Source: an optimization exercise on an open RTL-to-GDS flow (aim: small area, a short achievable clock period and few clock cycles per item). Production flows keep margins and buffers that such runs may drop. No run shown here included a check of the RTL's function; only the layout flow was run. Power is estimated from default activity; no workload was simulated.

==> flow/design.v <==
package box_pkg;
  localparam int PX_W         = 8;
  localparam int WIN          = 3;
  localparam int LINE_BUFS    = WIN + 1;                 
  localparam int MAX_LINE_LEN = 16;
  localparam int LINE_ADDR_W  = $clog2( MAX_LINE_LEN );
  localparam int BUF_IDX_W    = $clog2( LINE_BUFS );
  localparam int SUM_W        = PX_W + 4;                
  typedef logic [PX_W - 1 : 0] px_t;
  typedef struct packed {
    px_t  tdata;
    logic tvalid;
    logic tlast;                                         
    logic tuser;                                         
  } stream_word_t;
  typedef struct packed {
    px_t [WIN - 1 : 0][WIN - 1 : 0] px;
    logic                           tvalid;
    logic                           tlast;
    logic                           tuser;
  } window_t;
  typedef struct packed {
    logic [SUM_W - 1 : 0] tdata;
    logic                 tvalid;
    logic                 tlast;
    logic                 tuser;
  } sum_word_t;
endpackage
`timescale 1ns/1ps
module box_filter_top
(
  input  logic         clk_i,
  input  logic         rst_i,
  input  box_pkg::stream_word_t video_i,
  output logic         video_ready_o,
  output box_pkg::sum_word_t    sum_o,
  input  logic         sum_ready_i
);
localparam int PW = box_pkg::PX_W;
localparam int SW = box_pkg::SUM_W;
localparam int ML = box_pkg::MAX_LINE_LEN;
localparam int AW = box_pkg::LINE_ADDR_W;
localparam int VW = PW + 2;                              
logic                   rdy;                             
logic                   acc;                             
logic [ML - 1 : 0]      n_oh;                            
logic [AW - 1 : 0]      n_col;                           
logic [1 : 0]           n_row;                           
logic [1 : 0]           row_in;
logic                   col_ge2;
logic                   x_v;
logic [PW - 1 : 0]      x_px;
logic                   x_last;
logic                   x_win;                           
logic                   x_first;                         
logic [AW - 1 : 0]      x_col;
logic [PW : 0]          x_hl;
logic [PW - 1 : 0]      rd_hi;
logic [PW - 1 : 0]      rd_lo;
logic [VW - 1 : 0]      x_vsum;
logic [ML - 1 : 0][PW - 1 : 0] mem_hi;
logic [ML - 1 : 0][PW - 1 : 0] mem_lo;
logic [VW - 1 : 0]      va;
logic [VW - 1 : 0]      vb;
logic [VW : 0]          w;
logic                   s_v;
logic                   s_last;
logic                   s_user;
logic [SW - 1 : 0]      s_sum;
logic                   o_v;
logic [SW - 1 : 0]      o_sum;
logic                   o_last;
logic                   o_user;
logic                   k_v;
logic [SW - 1 : 0]      k_sum;
logic                   k_last;
logic                   k_user;
logic                   o_free;
assign video_ready_o = rdy;
assign acc           = rdy && video_i.tvalid;
assign row_in  = video_i.tuser ? 2'd0 : n_row;
assign col_ge2 = !( n_oh[0] || n_oh[1] );
always_ff @( posedge clk_i, posedge rst_i )
  if( rst_i )
    begin
      n_oh  <= ML'( 1 );
      n_col <= '0;
      n_row <= '0;
    end
  else
    if( acc )
      begin
        n_oh  <= video_i.tlast ? ML'( 1 ) : { n_oh[ML - 2 : 0], 1'b0 };
        n_col <= video_i.tlast ? '0 : n_col + 1'b1;
        if( video_i.tlast )
          n_row <= ( row_in == 2'd3 ) ? 2'd3 : row_in + 1'b1;
        else
          n_row <= row_in;
      end
always_comb
  begin
    rd_hi = '0;
    rd_lo = '0;
    for( int i = 0; i < ML; i++ )
      begin
        rd_hi = rd_hi | ( mem_hi[i] & {PW{n_oh[i]}} );
        rd_lo = rd_lo | ( mem_lo[i] & {PW{n_oh[i]}} );
      end
  end
always_ff @( posedge clk_i, posedge rst_i )
  if( rst_i )
    x_v <= 1'b0;
  else
    if( rdy )
      x_v <= video_i.tvalid;
always_ff @( posedge clk_i )
  if( rdy )
    begin
      x_px    <= video_i.tdata;
      x_last  <= video_i.tlast;
      x_col   <= n_col;
      x_win   <= row_in[1] && col_ge2;
      x_first <= ( row_in == 2'd2 ) && n_oh[2];
      x_hl    <= ( PW + 1 )'( rd_hi ) + ( PW + 1 )'( rd_lo );
    end
for( genvar i = 0; i < ML; i++ )
  begin : g_mem
    always_ff @( posedge clk_i )
      if( rdy && x_v && ( x_col == AW'( i ) ) )
        begin
          mem_hi[i] <= x_px;
          mem_lo[i] <= mem_hi[i];
        end
  end
assign x_vsum = VW'( x_px ) + VW'( x_hl );
always_ff @( posedge clk_i )
  if( rdy && x_v )
    begin
      va <= x_vsum;
      vb <= va;
      w  <= ( VW + 1 )'( va ) + ( VW + 1 )'( vb );
    end
always_ff @( posedge clk_i, posedge rst_i )
  if( rst_i )
    s_v <= 1'b0;
  else
    if( rdy )
      s_v <= x_v && x_win;
always_ff @( posedge clk_i )
  if( rdy )
    begin
      s_last <= x_last;
      s_user <= x_first;
    end
assign s_sum = SW'( va ) + SW'( w );
assign o_free = !o_v || sum_ready_i;
always_ff @( posedge clk_i, posedge rst_i )
  if( rst_i )
    begin
      o_v <= 1'b0;
      k_v <= 1'b0;
      rdy <= 1'b1;
    end
  else
    begin
      if( o_free )
        o_v <= k_v || s_v;
      k_v <= !o_free && ( k_v || s_v );
      rdy <= o_free || !( k_v || s_v );
    end
always_ff @( posedge clk_i )
  begin
    if( o_free )
      begin
        o_sum  <= k_v ? k_sum  : s_sum;
        o_last <= k_v ? k_last : s_last;
        o_user <= k_v ? k_user : s_user;
      end
    if( rdy )
      begin
        k_sum  <= s_sum;
        k_last <= s_last;
        k_user <= s_user;
      end
  end
assign sum_o = { o_sum, o_v, o_last, o_user };
endmodule
==> flow/run.sh <==
#!/bin/bash
# synth_recipe.tcl (not shown) runs the flow's synth.tcl, then flattens the netlist and writes it again
# the make line also repeats each setting of config.mk as NAME=value (left out here)
make -C /OpenROAD-flow-scripts/flow DESIGN_CONFIG=/design/flow/config.mk WORK_HOME=/design/flow/orfs CLKGATE_MAP_FILE= SYNTH_SCRIPT=/design/flow/synth_recipe.tcl finish
==> flow/constraint.sdc <==
create_clock -name core_clock -period 4.0 [get_ports {clk_i}]
set_input_delay 0.8000 -clock core_clock [delete_from_list [all_inputs] [get_ports {clk_i}]]
set_output_delay 0.8000 -clock core_clock [all_outputs]
set_load 0.01 [all_outputs]
==> flow/config.mk <==
export PLATFORM = sky130hd
export DESIGN_NAME = box_filter_top
export DESIGN_NICKNAME = box_filter_top
export VERILOG_FILES = /design/flow/design.v
export SDC_FILE = /design/flow/constraint.sdc
export NUM_CORES = 4
export LEC_CHECK = 0
export CAP_MARGIN = 20
export CORE_MARGIN = 2
export CORE_UTILIZATION = 40
export SLEW_MARGIN = 20
==> flow_summary.yaml, run 1 <==
outcome:
  outcome: "timing/DRC/antenna clean"
drt:
  drtIter0Drc: 821
  viasPerCell: 5.73
  wirelength_um: 34000
  antenna_left: 0
  vias: 8257
  routedWlPerCell_um: 23.6
  drcViolationCount: 0
  first_pass_iters: 5
timing:
  whs_ns: 0.424
  setup_slack_ns: 0.669
  period_share_pct: 83.3
  worst_pin_slew_ns: 1.08
  finalHoldViolCount: 0
  fin_crit_ns: 3.33
  fin_skew_ns: 0.0178
  rsz0062_at_grt: "false"
  fmax_mhz: 300
  relSlewSlack_pct: 27.8
  fin_tns_setup_ns: 0
  drv_slew: 0
  setup_viol: 0
cells_and_area:
  layout.cells.non_filler: 1440
  drive_gt1_share_pct: 10.6
  post-route-util_pct: 45.8
  antenna_cells: 0
  synthToLayoutAreaGrowth_pct: 13.8
  final_nets: 1002
  fillers: 3091
global_route:
  grt_start_max_net_pins: 48
  grt_pass1_wl_um: 51100
  grt_use_total_pct: 18.0
  grt_pass1_vias: 8062
  antenna_found_initial: 0
  globalRoute.totalOverflow: 0
setup_path:
  worstReg2RegStart: "n_oh[13]"
  worstSetupEndpoint: "x_hl[6]"
  worstPathMaxFanout: 18
  worstSetupStartpointType: "register"
  r2r_end: "x_hl[6]"
  reg2reg_slack_ns: 0.67
  r2r_cells: 8
  cp-startpoint: "n_oh[13]"
  cp-end-kind: "register"
  critPathKind: "register to register"
  worstPathRequired_ns: 4.25
  arrival_ns: 3.58
die:
  io_pins: 30
  die_area_mm2: 0.0381
  die_w_um: 195
  dieHeight_um: 195
  rows: 70
  coreArea_mm2: 0.0363
  start_util_pct: 40.2
synth:
  syn-instance-count: 900
  synth_fp_nets: 955
  yosysTopAreaCellShare_pct: 70.0
  seq_area_frac_synth_pct: 74.7
  synth_warnings: 1
  synth-async-reset-ratio_pct: 7.34
  yosysUniqueCellTypes: 57
  syn_area_mm2: 0.0146
  synth_ff_type: "edfxtp_1"
  yosys.area.top_type: "edfxtp_1"
  post_synth_main_area_contributors: "edfxtp_1, dfrtp_1, a221oi_1"
  synth-edff-count: 341
  synth_seq_cells: 368
  syn_avg_cell_area_um2: 16.2
placement:
  dp_cells: 1373
  gp_congestion: 0.880
  io_buffers: 29
  dp_hpwl_um: 22300
  pre_cts_ws_ns: 0.694
clock_tree:
  cts_tree: "yes"
  htree_levels: 2
  clkTransAtPathRegs_ns: 0.06
  cts.path.max_buffers: 3
  cts_hold_buffers: 0
  cts_setup_buffers: 0
  insertion_delay_ns: 0.52
  cts_resized: 0
  cts_sinks: 368
  root_buffer: "clkbuf_16"
  cts_buffers: 39
flow_run:
  cap_violations: 0
worst_hold_path:
  min_path_type: "register to register"
pwr:
  max-vdd-ir-drop_v: 0.000256
  p_leak_uw: 0.00574
  power_density_mw_per_mm2: 629
## power breakdown
group,internal (µW),switching (µW),leakage [µW]
registers,4790,214,0.00357
clock network,1870,1400,0.000566
logic,1050,1130,0.00160
total,7720,2750,0.00574
## cells in the mapped netlist, types with 2 or more instances
| cell | n |
|---|---|
| a211oi_1 | 2 |
| nand2b_1 | 22 |
| xnor2_1 | 17 |
| nand3_1 | 8 |
| ha_1 | 37 |
| o21ai_0 | 36 |
| a22o_1 | 57 |
| nand4_1 | 15 |
| a31oi_1 | 4 |
| nor2_1 | 37 |
| nor4_1 | 4 |
| buf_4 | 3 |
| inv_1 | 30 |
| a211o_1 | 2 |
| o31ai_1 | 3 |
| buf_1 | 6 |
| dfstp_2 | 2 |
| or3_1 | 2 |
| nand2_1 | 40 |
| o21a_1 | 6 |
| nor3_1 | 7 |
| o22ai_1 | 3 |
| a22oi_1 | 16 |
| or4_1 | 4 |
| a21o_1 | 5 |
| nor2b_1 | 7 |
| a221oi_1 | 57 |
| or2_2 | 2 |
| mux2_2 | 12 |
| xor2_1 | 6 |
| clkbuf_1 | 34 |
| edfxtp_1 | 341 |
| dfrtp_1 | 25 |
| fa_1 | 4 |
| a21oi_1 | 20 |
| nand3b_1 | 3 |
## worst max-delay path, cell delays in order (launching register included)
cell	delay, ns
dfrtp_1	0.65
a22o_1	0.35
a221oi_1	0.65
nand4_1	0.18
ha_1	0.36
o21ai_0	0.11
a21boi_0	0.49
o31a_1	0.21
a21oi_1	0.05
## per-layer routing
metal	routed length (µm)	track usage [%]
met4	626	4.64
met3	2700	3.71
met1	14900	25.4
met2	15800	28.8
met5	0	0
## cells in the final DEF (no fill, tap or decap), drive strengths merged, types with 25 or more instances in the layout
| cell type | count |
|---|---|
| a221oi | 58 |
| a22o | 57 |
| clkbuf | 50 |
| clkdlybuf4s50 | 29 |
| dfrtp | 25 |
| edfxtp | 341 |
| ha | 37 |
| inv | 31 |
| nand2 | 40 |
| nor2 | 37 |
| o21ai | 37 |
## worst min path at each step
stage                     slack (ns)  cells after the start    from     end
after floorplan                 0.40                      0  x_last  s_last
after global placement          0.41                      0  x_last  s_last
after detailed placement        0.41                      0  x_last  s_last
after CTS                       0.42                      0  x_last  s_last
after global routing            0.44                      0  x_last  s_last
final                           0.42                      0  x_last  s_last
## cell type report
class                   count  area, µm²  share of cell area (%)
inverters                  30        113                   0.676
clock inverters            16        105                   0.631
well taps                 468        586                    3.52
clock buffers              50       1030                    6.17
flip-flops and latches    368      10900                    65.6
repair buffers             49        448                    2.69
multi-input cells         459       3450                    20.7
## cells by family (layout without fill, tap and decap cells)
logic type,after synthesis,in the layout,share of synthesized area (%)
AO/OA/AOI/OAI,224,224,11.8
buffers and inverters,73,145,1.95
adder cells (fa/ha/maj),41,41,3.71
multiplexers,13,13,0.993
XOR/XNOR,23,23,1.38
flip-flops,368,368,74.7
AND/OR/NAND/NOR,158,158,5.50
## flip-flops by register name, summed over array words and instances, names as in the netlist, 2 cells and up
name,count
k_sum,12
mem_hi,128
mem_lo,128
n_col,4
n_oh,16
n_row,2
o_sum,12
va,10
vb,10
w,11
x_col,4
x_hl,9
x_px,8
## stage by stage
step / power, µW / cell area, µm²
2_1_floorplan: 6680 / 14600
3_3_place_gp: 7210 / 15500
3_5_place_dp: 7270 / 15500
4_1_cts: 10600 / 16600
5_1_grt: 11000 / 16600
6_report: 10500 / 16600
==> run 2: changes to the inputs <==
--- a/flow/config.mk
+++ b/flow/config.mk
@@ -8,4 +8,9 @@
 export CAP_MARGIN = 20
 export CORE_MARGIN = 2
 export CORE_UTILIZATION = 40
+export CTS_BUF_LIST = sky130_fd_sc_hd__clkbuf_8 sky130_fd_sc_hd__clkbuf_16
+export CTS_CLUSTER_DIAMETER = 60
+export CTS_CLUSTER_SIZE = 40
+export SETUP_SLACK_MARGIN = 2.3
 export SLEW_MARGIN = 20
+export TNS_END_PERCENT = 100
==> flow_summary.yaml, run 2 <==
outcome:
  outcome: "timing/DRC/antenna clean"
timing:
  worst_pin_slew_ns: 1.05
  finalHoldViolCount: 0
  setup_viol: 0
  relSlewSlack_pct: 29.9
  fin_tns_setup_ns: 0
  fin_crit_ns: 2.73
  period_share_pct: 68.2
  whs_ns: 0.425
  rsz0062_at_grt: "true"
  drv_slew: 0
  fin_skew_ns: 0.0205
  fmax_mhz: 367
cells_and_area:
  top_regs: "mem_hi (128), mem_lo (128), n_oh (16)"
  final_nets: 1129
  synthToLayoutAreaGrowth_pct: 31.7
  fin_area_mm2: 0.0193
  drive_gt1_share_pct: 37.1
  layout_common_cells: "edfxtp_1, buf_4, a22o_1, nand2_1, clkbuf_16"
  final_common_cell: "edfxtp_1"
  post-route-util_pct: 53.0
  antenna_cells: 0
pwr:
  power_density_mw_per_mm2: 598
  p_leak_uw: 0.00670
  max-vdd-ir-drop_v: 0.000311
synth:
  yosys-top-cells-count: "edfxtp_1, a221oi_1, a22o_1, nand2_1"
  synth-edff-count: 341
  synth_ff_type: "edfxtp_1"
  yosysUniqueCellTypes: 57
  synth_seq_cells: 368
  synth_most_common_cell: "edfxtp_1"
  post_synth_main_area_contributors: "edfxtp_1, dfrtp_1, a221oi_1"
  syn_area_mm2: 0.0146
  synth-async-reset-ratio_pct: 7.34
  seq_area_frac_synth_pct: 74.7
  syn-instance-count: 900
  yosysTopAreaCellShare_pct: 70.0
  yosys.area.top_type: "edfxtp_1"
  syn_avg_cell_area_um2: 16.2
  synth_warnings: 1
  synth_fp_nets: 955
die:
  die_w_um: 195
  die_area_mm2: 0.0381
  io_pins: 30
  dieHeight_um: 195
  coreArea_mm2: 0.0363
  rows: 70
  start_util_pct: 40.2
clock_tree:
  cts_sinks: 368
  clkTransAtPathRegs_ns: 0.09
  root_buffer: "clkbuf_16"
  cts.path.max_buffers: 3
  cts_hold_buffers: 0
  htree_levels: 1
  insertion_delay_ns: 0.57
  cts_tree: "yes"
  cts_buffers: 29
setup_path:
  cp-end-kind: "register"
  worstPathRequired_ns: 4.33
  worstPathMaxFanout: 8
  worstSetupStartpointType: "register"
  reg2reg_slack_ns: 1.27
  arrival_ns: 3.05
  critPathKind: "register to register"
drt:
  drtIter0Drc: 927
  viasPerCell: 5.82
  antenna_left: 0
  drcViolationCount: 0
  first_pass_iters: 5
  routedWlPerCell_um: 25.3
  vias: 9096
  wirelength_um: 39600
placement:
  dpl_cell_area_mm2: 0.0158
  dp_hpwl_um: 21000
  gp_congestion: 0.832
  io_buffers: 29
global_route:
  grt_use_total_pct: 19.8
  antenna_found_initial: 0
  grt_start_max_net_pins: 40
  grt_pass1_wl_um: 56500
  grt_pass1_vias: 8903
  globalRoute.totalOverflow: 0
flow_run:
  cap_violations: 0
worst_hold_path:
  min_path_type: "register to register"
## run 2: area by class of cell
cell class	count	area, µm²
clock inverters	24	368
inverters	30	119
clock buffers	29	726
flip-flops and latches	368	11000
multi-input cells	459	4440
fillers	2745	17100
well taps	468	586
repair buffers	186	2050
## run 2: cell families (layout without fill, tap and decap cells)
kind of cell | Yosys count | count (layout) | share of synthesized area [%]
AND/OR/NAND/NOR | 158 | 158 | 5.50
flip-flops | 368 | 368 | 74.7
AO/OA/AOI/OAI | 224 | 224 | 11.8
XOR/XNOR | 23 | 23 | 1.38
buffers and inverters | 73 | 269 | 1.95
adder cells (fa/ha/maj) | 41 | 41 | 3.71
multiplexers | 13 | 13 | 0.993
## run 2: where the power goes
part	internal, µW	leakage [µW]	switching, µW	total (µW)
Clock	1510	0.000527	1680	3200
Sequential	4790	0.00354	237	5030
Combinational	1730	0.00264	1560	3290
Total	8040	0.00670	3480	11500
## run 2: worst paths after layout
| path | cells past startpoint | startpoint | endpoint |
|---|---|---|---|
| worst min-delay path | 0 | x_first | s_user |
| worst min register to register | 0 | x_first | s_user |
| worst max-delay path | 11 | n_oh[4] | x_hl[8] |
| worst max register to register | 11 | n_oh[4] | x_hl[8] |
| max in group asynchronous | 2 | rst_i | n_oh[3] |
| min in group asynchronous | 2 | rst_i | n_col[3] |
## run 2: layer usage
layer	global-route usage, %	vias up	routed length, µm	part of all wire, %
li1	-	3966	-	-
met1	26.2	4569	15900	40
met2	33.1	453	18800	48
met3	2.97	108	2970	7.5
met4	7.86	0	1860	4.7
met5	0	-	0	0
## run 2: critical path, stage by stage (launching register included)
cell and delay, ns:
dfrtp_4 0.58, buf_6 0.19, a221oi_4 0.29, nand4_1 0.16, ha_2 0.23, inv_2 0.06
fa_2 0.26, nor2b_4 0.06, o21ai_4 0.17, a21boi_4 0.08, o31a_1 0.25, o22a_1 0.16
## run 2: what timing repair did
action,4_1_cts,5_1_grt
resized for setup,216,50
cloned,5,4
setup buffers,101,35
pin swaps,52,36
endpoints found under the setup margin,369,333
## run 2: per-stage QoR
stage	instances	total power [µW]	worst slack (ns)
2_1_floorplan	900	6950	1.40
3_3_place_gp	1366	7510	1.01
3_5_place_dp	1366	7560	0.961
4_1_cts	1525	11200	1.37
5_1_grt	1564	12000	1.23
6_report	1564	11500	1.27
==> run 3: changes to the inputs <==
--- a/flow/design.v
+++ b/flow/design.v
@@ -47,16 +47,18 @@
 logic [AW - 1 : 0]      n_col;                           
 logic [1 : 0]           n_row;                           
 logic [1 : 0]           row_in;
-logic                   col_ge2;
 logic                   x_v;
 logic [PW - 1 : 0]      x_px;
 logic                   x_last;
 logic                   x_win;                           
 logic                   x_first;                         
 logic [AW - 1 : 0]      x_col;
-logic [PW : 0]          x_hl;
+logic [PW - 1 : 0]      x_hi;
+logic [PW - 1 : 0]      x_lo;
 logic [PW - 1 : 0]      rd_hi;
 logic [PW - 1 : 0]      rd_lo;
+logic [PW - 1 : 0]      cs_s;
+logic [PW - 1 : 0]      cs_c;
 logic [VW - 1 : 0]      x_vsum;
 logic [ML - 1 : 0][PW - 1 : 0] mem_hi;
 logic [ML - 1 : 0][PW - 1 : 0] mem_lo;
@@ -78,25 +80,23 @@
 logic                   o_free;
 assign video_ready_o = rdy;
 assign acc           = rdy && video_i.tvalid;
-assign row_in  = video_i.tuser ? 2'd0 : n_row;
-assign col_ge2 = !( n_oh[0] || n_oh[1] );
-always_ff @( posedge clk_i, posedge rst_i )
-  if( rst_i )
+assign row_in = video_i.tuser ? 2'd0 : n_row;
+always_ff @( posedge clk_i )
+  if( acc )
     begin
-      n_oh  <= ML'( 1 );
-      n_col <= '0;
-      n_row <= '0;
+      if( video_i.tlast )
+        begin
+          n_oh  <= ML'( 1 );
+          n_col <= '0;
+          n_row <= ( row_in == 2'd3 ) ? 2'd3 : row_in + 1'b1;
+        end
+      else
+        begin
+          n_oh  <= video_i.tuser ? ML'( 2 ) : { n_oh[ML - 2 : 0], 1'b0 };
+          n_col <= video_i.tuser ? AW'( 1 ) : n_col + 1'b1;
+          n_row <= row_in;
+        end
     end
-  else
-    if( acc )
-      begin
-        n_oh  <= video_i.tlast ? ML'( 1 ) : { n_oh[ML - 2 : 0], 1'b0 };
-        n_col <= video_i.tlast ? '0 : n_col + 1'b1;
-        if( video_i.tlast )
-          n_row <= ( row_in == 2'd3 ) ? 2'd3 : row_in + 1'b1;
-        else
-          n_row <= row_in;
-      end
 always_comb
   begin
     rd_hi = '0;
@@ -118,10 +118,11 @@
     begin
       x_px    <= video_i.tdata;
       x_last  <= video_i.tlast;
-      x_col   <= n_col;
-      x_win   <= row_in[1] && col_ge2;
-      x_first <= ( row_in == 2'd2 ) && n_oh[2];
-      x_hl    <= ( PW + 1 )'( rd_hi ) + ( PW + 1 )'( rd_lo );
+      x_col   <= video_i.tuser ? '0 : n_col;
+      x_win   <= !video_i.tuser && n_row[1] && !( n_oh[0] || n_oh[1] );
+      x_first <= !video_i.tuser && ( n_row == 2'd2 ) && n_oh[2];
+      x_hi    <= rd_hi;
+      x_lo    <= rd_lo;
     end
 for( genvar i = 0; i < ML; i++ )
   begin : g_mem
@@ -132,7 +133,9 @@
           mem_lo[i] <= mem_hi[i];
         end
   end
-assign x_vsum = VW'( x_px ) + VW'( x_hl );
+assign cs_s   = x_px ^ x_hi ^ x_lo;
+assign cs_c   = ( x_px & x_hi ) | ( x_px & x_lo ) | ( x_hi & x_lo );
+assign x_vsum = { 2'b00, cs_s } + { 1'b0, cs_c, 1'b0 };
 always_ff @( posedge clk_i )
   if( rdy && x_v )
     begin
==> flow/config.mk (replaced) <==
export PLATFORM = sky130hd
export DESIGN_NAME = box_filter_top
export DESIGN_NICKNAME = box_filter_top
export VERILOG_FILES = /design/flow/design.v
export SDC_FILE = /design/flow/constraint.sdc
export NUM_CORES = 4
export LEC_CHECK = 0
export CAP_MARGIN = 20
export CORE_MARGIN = 2
export CORE_UTILIZATION = 40
export SETUP_SLACK_MARGIN = 1.9
export SLEW_MARGIN = 20
==> flow_summary.yaml, run 3 <==
drt:
  first_pass_iters: 5
  top_layer_used: "met4"
  drt-met1-wl_um: 14600
  drcViolationCount: 0
  vias: 8121
  viasPerCell: 5.78
  met3_length_um: 2260
  routedWlPerCell_um: 24.8
  dr_wl_met2_um: 16600
  antenna_left: 0
  drtIter0Drc: 907
  wirelength_um: 34900
clock_tree:
  clkTransAtPathRegs_ns: 0.06
  root_buffer: "clkbuf_16"
  htree_levels: 2
  cts.path.max_buffers: 3
  cts_tree: "yes"
  cts_buffers: 40
  insertion_delay_ns: 0.54
  cts_sinks: 375
synth:
  syn_area_mm2: 0.0146
  synth-async-reset-ratio_pct: 1.33
  synth_top_family_by_area: "compound AO/OA/AOI/OAI gates"
  synth-compound-area-share_pct: 10.5
  synth_seq_cells: 375
  synth_fp_nets: 878
  syn-instance-count: 825
  synth_xor_area_share_pct: 1.38
  yosys.area.top_type: "edfxtp_1"
  yosysTopAreaCellShare_pct: 76.2
  synth-edff-count: 370
  synth_ff_type: "edfxtp_1"
  synth_warnings: 1
  yosys-top-cells-count: "edfxtp_1, a22o_1, a221oi_1, clkbuf_1, nor2_1"
  synthSimpleGateAreaFrac_pct: 4.62
  syn_avg_cell_area_um2: 17.7
  muxShareOfSynthArea_pct: 0.695
  seq_area_frac_synth_pct: 77.1
  yosysUniqueCellTypes: 50
  synth_most_common_cell: "edfxtp_1"
  synthAdderAreaFrac_pct: 3.92
  post_synth_main_area_contributors: "edfxtp_1, a22o_1, a221oi_1"
setup_path:
  arrival_ns: 2.62
  reg2reg_slack_ns: 1.65
  r2r_end: "va[7]"
  cp-end-kind: "register"
  worstSetupStartpointType: "register"
  critPathKind: "register to register"
  worstPathRequired_ns: 4.27
  worstReg2RegStart: "x_hi[1]"
  r2r_cells: 9
  worstPathMaxFanout: 3
cells_and_area:
  antenna_cells: 0
  final_nets: 967
  ff_latch_area_mm2: 0.0112
  top_regs: "mem_hi (128), mem_lo (128), n_oh (16)"
  synthToLayoutAreaGrowth_pct: 21.6
  fillers: 2934
  drive_gt1_share_pct: 21.1
  layout_common_cells: "edfxtp_1, a22o_1, a221oi_1, clkbuf_16, buf_4"
  post-route-util_pct: 49.6
  final_common_cell: "edfxtp_1"
  multiInputGateArea_mm2: 0.00351
flow_run:
  cap_violations: 0
global_route:
  grt_start_max_net_pins: 33
  antenna_found_initial: 0
  globalRoute.totalOverflow: 0
  grt_pass1_vias: 8061
  grt_use_total_pct: 18.4
  grt_pass1_wl_um: 51200
die:
  die_area_mm2: 0.0380
  coreArea_mm2: 0.0357
  die_w_um: 195
  io_pins: 30
  dieHeight_um: 195
  rows: 69
  start_util_pct: 40.8
placement:
  pre_cts_ws_ns: 1.27
  dp_hpwl_um: 19500
  gp_congestion: 0.821
  io_buffers: 29
worst_hold_path:
  min_to: "s_user"
  min_path_cells: 0
  min_path_type: "register to register"
  worstHoldStart: "x_first"
timing:
  relSlewSlack_pct: 23.2
  rsz0062_at_grt: "true"
  fmax_mhz: 425
  fin_tns_setup_ns: 0
  worst_pin_slew_ns: 1.15
  setup_slack_ns: 1.65
  drv_slew: 0
  setup_viol: 0
  fin_crit_ns: 2.35
  finalHoldViolCount: 0
  fin_skew_ns: 0.0223
  period_share_pct: 58.8
  whs_ns: 0.422
outcome:
  outcome: "timing/DRC/antenna clean"
pwr:
  max-vdd-ir-drop_v: 0.000362
  p_leak_uw: 0.00598
  power_density_mw_per_mm2: 543
  finalPower_uw: 9620
[run 3: final cells by class]
class / instances / share of cell area, %
Clock buffer: 51 / 6.23
Clock inverter: 21 / 1.35
Inverter: 26 / 0.572
Multi-Input combinational cell: 385 / 19.8
Sequential cell: 375 / 63.4
Tap cell: 461 / 3.25
Timing Repair Buffer: 86 / 5.36
[run 3: critical path: stages, from the launching register on]
cell,delay [ns]
edfxtp_1,0.40
fa_1,0.56
ha_2,0.19
inv_2,0.04
fa_2,0.34
nor2b_1,0.12
o21a_1,0.18
o21ai_2,0.08
a21oi_2,0.12
a211oi_1,0.06
[run 3: where the power goes]
group / leakage [µW] / total, µW / internal [µW] / switching (µW)
Sequential: 0.00353 / 4760 / 4600 / 162
Clock: 0.000656 / 3750 / 2280 / 1470
Combinational: 0.00179 / 1110 / 558 / 554
[run 3: worst max path at each step]
stage / slack, ns / endpoint / from / depth (start not counted)
final: 1.65 / va[7] / x_hi[1] / 9
after global routing: 1.58 / va[7] / x_hi[1] / 9
after CTS: 1.66 / va[7] / x_lo[1] / 9
after detailed placement: 1.27 / va[7] / x_px[0] / 11
after global placement: 1.34 / va[7] / x_px[0] / 11
after floorplan: 1.47 / mem_hi[24] / rdy / 4
[run 3: timing repair]
item | in CTS | in global routing
buffers inserted | 44 | 7
gates cloned | 0 | 0
pin swaps | 26 | 25
hold buffers | 0 | 0
gates resized for setup | 42 | 32
endpoints found under the setup margin | 313 | 75
[run 3: logic make-up after synthesis]
logic type      after synthesis
compound gates              187
xor+xnor                     23
fa+ha+maj                    39
buf+inv                      65
flops                       375
mux                           9
simple gates                127
[run 3: metal layers]
metal,track usage (%),vias up
li1,-,3518
met1,24.9,4174
met2,30.0,346
met3,2.83,83
met4,7.32,0
met5,0,-
[run 3: through the flow]
step                      std cells  area [µm²]
after global placement         1282       15500
final                          1405       17700
after floorplan                 825       14800
after global routing           1405       17700
after CTS                      1398       17500
after detailed placement       1282       15500
==> run 4: changes to the inputs <==
--- a/flow/config.mk
+++ b/flow/config.mk
@@ -8,5 +8,4 @@
 export CAP_MARGIN = 20
 export CORE_MARGIN = 2
 export CORE_UTILIZATION = 40
-export SETUP_SLACK_MARGIN = 1.9
 export SLEW_MARGIN = 20
==> flow_summary.yaml, run 4 <==
synth:
  yosysTopAreaCellShare_pct: 76.2
  syn_area_mm2: 0.0146
  synth_most_common_cell: "edfxtp_1"
  synth_warnings: 1
  synth-edff-count: 370
  yosys-top-cells-count: "edfxtp_1, a22o_1, a221oi_1, clkbuf_1, nor2_1"
  synth-async-reset-ratio_pct: 1.33
  yosys.area.top_type: "edfxtp_1"
  synth_fp_nets: 878
  post_synth_main_area_contributors: "edfxtp_1, a22o_1, a221oi_1"
  syn-instance-count: 825
  seq_area_frac_synth_pct: 77.1
  synth_ff_type: "edfxtp_1"
  syn_avg_cell_area_um2: 17.7
  synth_seq_cells: 375
  yosysUniqueCellTypes: 50
timing:
  finalHoldViolCount: 0
  fmax_mhz: 342
  setup_viol: 0
  fin_crit_ns: 2.93
  drv_slew: 0
  worst_pin_slew_ns: 1.13
  fin_skew_ns: 0.0161
  fin_tns_setup_ns: 0
  period_share_pct: 73.1
  setup_slack_ns: 1.07
  relSlewSlack_pct: 24.7
  rsz0062_at_grt: "false"
die:
  start_util_pct: 40.8
  dieHeight_um: 195
  io_pins: 30
  die_area_mm2: 0.0380
  die_w_um: 195
  coreArea_mm2: 0.0357
  rows: 69
cells_and_area:
  final_common_cell: "edfxtp_1"
  drive_gt1_share_pct: 11.9
  ff_latch_area_mm2: 0.0112
  layout.cells.non_filler: 1367
  multiInputGateArea_mm2: 0.00312
  final_nets: 930
  post-route-util_pct: 47.3
  antenna_cells: 0
  synthToLayoutAreaGrowth_pct: 16.1
  fin_area_mm2: 0.0169
  layout_common_cells: "edfxtp_1, a22o_1, a221oi_1, clkbuf_16, clkdlybuf4s50_1"
  top_regs: "mem_hi (128), mem_lo (128), n_oh (16)"
  fillers: 3034
placement:
  gp_congestion: 0.806
  dp_cells: 1296
  dpl_cell_area_mm2: 0.0155
  pre_cts_ws_ns: 1.16
  io_buffers: 29
  dp_hpwl_um: 19200
drt:
  viasPerCell: 5.66
  drcViolationCount: 0
  vias: 7743
  routedWlPerCell_um: 24.1
  first_pass_iters: 7
  drtIter0Drc: 786
  antenna_left: 0
  wirelength_um: 33000
setup_path:
  slowest_stage: "dfstp_2"
  cpLargestDelayFamily: "flip-flops"
  worstReg2RegStart: "x_px[0]"
  worstPathRequired_ns: 3.20
  cp-end-kind: "primary output"
  cp-startpoint: "rdy"
  path_buf_inv: 1
  arrival_ns: 2.13
  worstSetupStartpointType: "register"
  critPathKind: "register to primary output"
  worstPathMaxFanout: 17
  crit_path_max_incr_delay_ns: 0.81
  crit_chain: "clkdlybuf4s50_1"
clock_tree:
  htree_levels: 2
  cts_tree: "yes"
  cts_resized: 0
  root_buffer: "clkbuf_16"
  clkTransAtPathRegs_ns: 0.06
  cts_setup_buffers: 0
  cts_hold_buffers: 0
  cts_buffers: 39
  cts_sinks: 375
  insertion_delay_ns: 0.53
  cts.path.max_buffers: 3
pwr:
  max-vdd-ir-drop_v: 0.000389
  power_density_mw_per_mm2: 569
  p_leak_uw: 0.00572
flow_run:
  cap_violations: 0
global_route:
  grt_start_max_net_pins: 33
  globalRoute.totalOverflow: 0
  grt_use_total_pct: 17.4
  grt_pass1_wl_um: 49000
  grt_pass1_vias: 7789
  antenna_found_initial: 0
outcome:
  outcome: "timing/DRC/antenna clean"
worst_hold_path:
  min_path_type: "register to register"
  worstHoldStart: "x_last"
==> run 4: logic make-up after synthesis <==
kind of cell    after synthesis  synth area share, %
compound gates              187                 10.5
xor+xnor                     23                 1.38
fa+ha+maj                    39                 3.92
buf+inv                      65                 1.75
flops                       375                 77.1
mux                           9                0.695
simple gates                127                 4.62
==> run 4: report_power, final <==
part	switching, µW	leakage [µW]	internal [µW]
clock	1480	0.000673	2440
combinational	461	0.00152	466
sequential	167	0.00353	4600
total	2110	0.00572	7510
==> run 4: stage by stage <==
step / total power, µW / hold slack (ns)
4_1_cts: 9690 / 0.418
5_1_grt: 9970 / 0.426
6_report: 9620 / 0.420
2_1_floorplan: 5430 / 0.400
3_3_place_gp: 5750 / 0.403
3_5_place_dp: 5770 / 0.407
==> run 4: path summary, 6_finish.rpt <==
path	slack, ns	end	depth (start not counted)
min in group asynchronous	0.47	s_v	2
max	1.07	video_ready_o	1
min	0.42	s_last	0
max in group asynchronous	3.28	rdy	2
max reg2reg	1.14	va[7]	11
min reg2reg	0.42	s_last	0
==> run 4: routing by layer <==
metal | routed length (µm) | part of all wire, % | global-route usage [%] | vias up
met5 | 0 | 0 | 0 | -
met4 | 984 | 3.0 | 6.73 | 0
met3 | 2360 | 7.2 | 3.18 | 61
met2 | 15200 | 46 | 27.4 | 316
met1 | 14400 | 44 | 24.3 | 3929
li1 | - | - | - | 3437
==> run 4: final cells by class <==
type / instances / area share, %
tap: 461 / 3.41
sequential: 375 / 66.4
clock inverter: 20 / 2.03
timing repair buffer: 50 / 2.91
clock buffer: 50 / 6.19
multi-input combinational: 385 / 18.4
inverter: 26 / 0.577

static timing again, ports no longer ideal:
In the flow no input, the clock included, has a driving cell. The finished layouts below were timed again as built, in two steps.
Step 1 assumes that a clkbuf_16 drives the clock port and a buf_2 every other input.
Step 2 also shifts input and output timing later by t, the mid clock arrival at the registers, as if the neighbouring blocks saw the same clock.
a / b / c = ideal ports / drivers / drivers and shift; a / b = the first two.
run | t (ns) | setup WS [ns] | worst setup path at the end | slew at the worst register clock pin (ns) | worst slew at a driven data input, ns
run 1 | 0.562 | 0.669 / 0.669 / 0.669 | register to register | 0.06 / 0.06 | 0.05
run 2 | 0.615 | 1.272 / 1.272 / 1.272 | register to register | 0.10 / 0.10 | 0.06
run 3 | 0.581 | 1.647 / 1.647 / 1.510 | input to register | 0.06 / 0.06 | 0.05
run 4 | 0.573 | 1.075 / 1.024 / 1.144 | register to register | 0.06 / 0.06 | 0.04
After both steps setup and hold are still met in every run listed. The setup slack of run 3, which loses most, moves by 0.000 ns with the drivers and by -0.137 ns with both steps.
